This design comes from an exercise in tuning for small area on the open sky130 flow, not from production work. Function was checked by simulation only, so behaviour that the tests miss may differ from the original. Power and IR drop assume default switching activity.

==> module reg_bank, before the edit <==
module reg_bank #(
  parameter int unsigned DATA_W    = 16,
  parameter int unsigned SEL_W     = 6,
  parameter int unsigned W_ADDR    = 34,
  parameter int unsigned NULL_ADDR = 63
) (
  input  logic              clk,
  input  logic              rst,
  input  logic [DATA_W-1:0] DATA_IN,
  input  logic [SEL_W-1:0]  SEL_IN,
  input  logic              UPDATE_FLAG,
  input  logic [SEL_W-1:0]  SEL_A,
  input  logic [SEL_W-1:0]  SEL_B,
  output logic [DATA_W-1:0] RD_A,
  output logic [DATA_W-1:0] RD_B,
  output logic [DATA_W-1:0] W_OUT,
  output logic [15:0]       WR_COUNT
);
  localparam int unsigned NUM_REGS = 1 << SEL_W;
  localparam int unsigned CNT_W    = 16;
  logic [DATA_W-1:0] r_mem [0:NUM_REGS-2];
  logic              r_prev_flag;
  logic [DATA_W-1:0] r_rd_a;
  logic [DATA_W-1:0] r_rd_b;
  logic [CNT_W-1:0]  r_wr_count;
  logic                w_wr_pulse;
  logic                w_wr_en;
  logic [DATA_W-1:0]   w_wdata;
  logic [NUM_REGS-2:0] w_wen;
  logic [NUM_REGS-2:0] w_hot_a;
  logic [NUM_REGS-2:0] w_hot_b;
  logic [DATA_W-1:0]   w_rd_a;
  logic [DATA_W-1:0]   w_rd_b;
  assign w_wr_pulse = UPDATE_FLAG ^ r_prev_flag;
  assign w_wr_en    = w_wr_pulse && (SEL_IN != SEL_W'(NULL_ADDR));
  assign w_wdata = DATA_IN & {DATA_W{~rst}};
  always_comb begin
    for (int i = 0; i < int'(NUM_REGS) - 1; i++) begin
      w_wen[i]   = rst | (w_wr_pulse & (SEL_IN == SEL_W'(i)));
      w_hot_a[i] = (SEL_A == SEL_W'(i));
      w_hot_b[i] = (SEL_B == SEL_W'(i));
    end
  end
  always_comb begin
    w_rd_a = '0;
    w_rd_b = '0;
    for (int i = 0; i < int'(NUM_REGS) - 1; i++) begin
      w_rd_a = w_rd_a | (r_mem[i] & {DATA_W{w_hot_a[i]}});
      w_rd_b = w_rd_b | (r_mem[i] & {DATA_W{w_hot_b[i]}});
    end
  end
  always_ff @(posedge clk) begin
    r_prev_flag <= UPDATE_FLAG;
  end
  always_ff @(posedge clk) begin
    for (int i = 0; i < int'(NUM_REGS) - 1; i++) begin
      if (w_wen[i]) r_mem[i] <= w_wdata;
    end
  end
  always_ff @(posedge clk) begin
    if (rst) begin
      r_wr_count <= '0;
    end else if (w_wr_en) begin
      r_wr_count <= r_wr_count + CNT_W'(1);
    end
  end
  always_ff @(posedge clk) begin
    if (rst) begin
      r_rd_a <= '0;
      r_rd_b <= '0;
    end else begin
      r_rd_a <= w_rd_a;
      r_rd_b <= w_rd_b;
    end
  end
  assign RD_A     = r_rd_a;
  assign RD_B     = r_rd_b;
  assign W_OUT    = r_mem[W_ADDR];
  assign WR_COUNT = r_wr_count;
endmodule
clock: 5.0 ns
lec_check: 0
cap_margin: 20
core_margin: 2
core_utilization: 40
slew_margin: 20
run.sh (not shown) runs the stock make flow with config.mk's settings and CLKGATE_MAP_FILE= SYNTH_SCRIPT=/design/flow/synth_recipe.tcl, a recipe that flattens the netlist after the stock synthesis.
Rerun with:
==> flow/design.v (replaced) <==
module reg_bank #(
  parameter int unsigned DATA_W    = 16,
  parameter int unsigned SEL_W     = 6,
  parameter int unsigned W_ADDR    = 34,
  parameter int unsigned NULL_ADDR = 63
) (
  input  logic              clk,
  input  logic              rst,
  input  logic [DATA_W-1:0] DATA_IN,
  input  logic [SEL_W-1:0]  SEL_IN,
  input  logic              UPDATE_FLAG,
  input  logic [SEL_W-1:0]  SEL_A,
  input  logic [SEL_W-1:0]  SEL_B,
  output logic [DATA_W-1:0] RD_A,
  output logic [DATA_W-1:0] RD_B,
  output logic [DATA_W-1:0] W_OUT,
  output logic [15:0]       WR_COUNT
);
  localparam int unsigned NUM_REGS = 1 << SEL_W;
  localparam int unsigned CNT_W    = 16;
  logic [DATA_W-1:0] r_mem [0:NUM_REGS-1];
  logic              r_prev_flag;
  logic [DATA_W-1:0] r_rd_a;
  logic [DATA_W-1:0] r_rd_b;
  logic [CNT_W-1:0]  r_wr_count;
  logic w_wr_pulse;
  logic w_wr_en;
  logic w_fwd_a;
  logic w_fwd_b;
  assign w_wr_pulse = UPDATE_FLAG ^ r_prev_flag;
  assign w_wr_en    = w_wr_pulse && (SEL_IN != SEL_W'(NULL_ADDR));
  assign w_fwd_a = 1'b0;
  assign w_fwd_b = 1'b0;
  always_ff @(posedge clk) begin
    r_prev_flag <= UPDATE_FLAG;
  end
  always_ff @(posedge clk) begin
    if (rst) begin
      for (int i = 0; i < int'(NUM_REGS); i++) begin
        r_mem[i] <= '0;
      end
    end else if (w_wr_en) begin
      r_mem[SEL_IN] <= DATA_IN;
    end
  end
  always_ff @(posedge clk) begin
    if (rst) begin
      r_wr_count <= '0;
    end else if (w_wr_en) begin
      r_wr_count <= r_wr_count + CNT_W'(1);
    end
  end
  always_ff @(posedge clk) begin
    if (rst) begin
      r_rd_a <= '0;
      r_rd_b <= '0;
    end else begin
      r_rd_a <= w_fwd_a ? DATA_IN : r_mem[SEL_A];
      r_rd_b <= w_fwd_b ? DATA_IN : r_mem[SEL_B];
    end
  end
  assign RD_A     = r_rd_a;
  assign RD_B     = r_rd_b;
  assign W_OUT    = r_mem[SEL_W'(W_ADDR)];
  assign WR_COUNT = r_wr_count;
endmodule
Effect:
- power is lower by 2.2%
- sequential cell count is higher by 16
- clock-buffer cell count is lower by 7
- cell count is higher by 11%
- setup slack improved by 0.49 ns
- area after synthesis is higher by 24%
- maximum frequency is higher by 14%
- wire length is lower by 39%
- die area is higher by 24%
- hold slack hardly moves
- cell area is higher by 15%

re-timing with driven ports:
In the flow no input, the clock included, has a driving cell. The finished layouts below were timed again as built, in two steps.
Step 1 assumes that a clkbuf_16 drives the clock port and a buf_2 every other input.
Step 2 adds t to the input delays and takes it off the output delays; t is the mean of the earliest and latest rising clock arrival at the registers after step 1. Input paths then give back, and output paths get back, about the clock's delay inside the block.
Slacks: ideal / step 1 / step 2; pairs: ideal / step 1.
run	t, ns	setup slack, ns	worst register clock-pin slew, ns	pins driven straight from the clock port
the first run	0.841	0.945 / 0.996 / 0.156	0.08 / 0.08	1
the second run	0.830	1.430 / 1.454 / 0.624	0.07 / 0.07	1
After both steps every run listed still meets setup and hold. For the second run, which loses most, drivers alone change the setup slack by +0.024 ns; drivers and shift together by -0.806 ns.
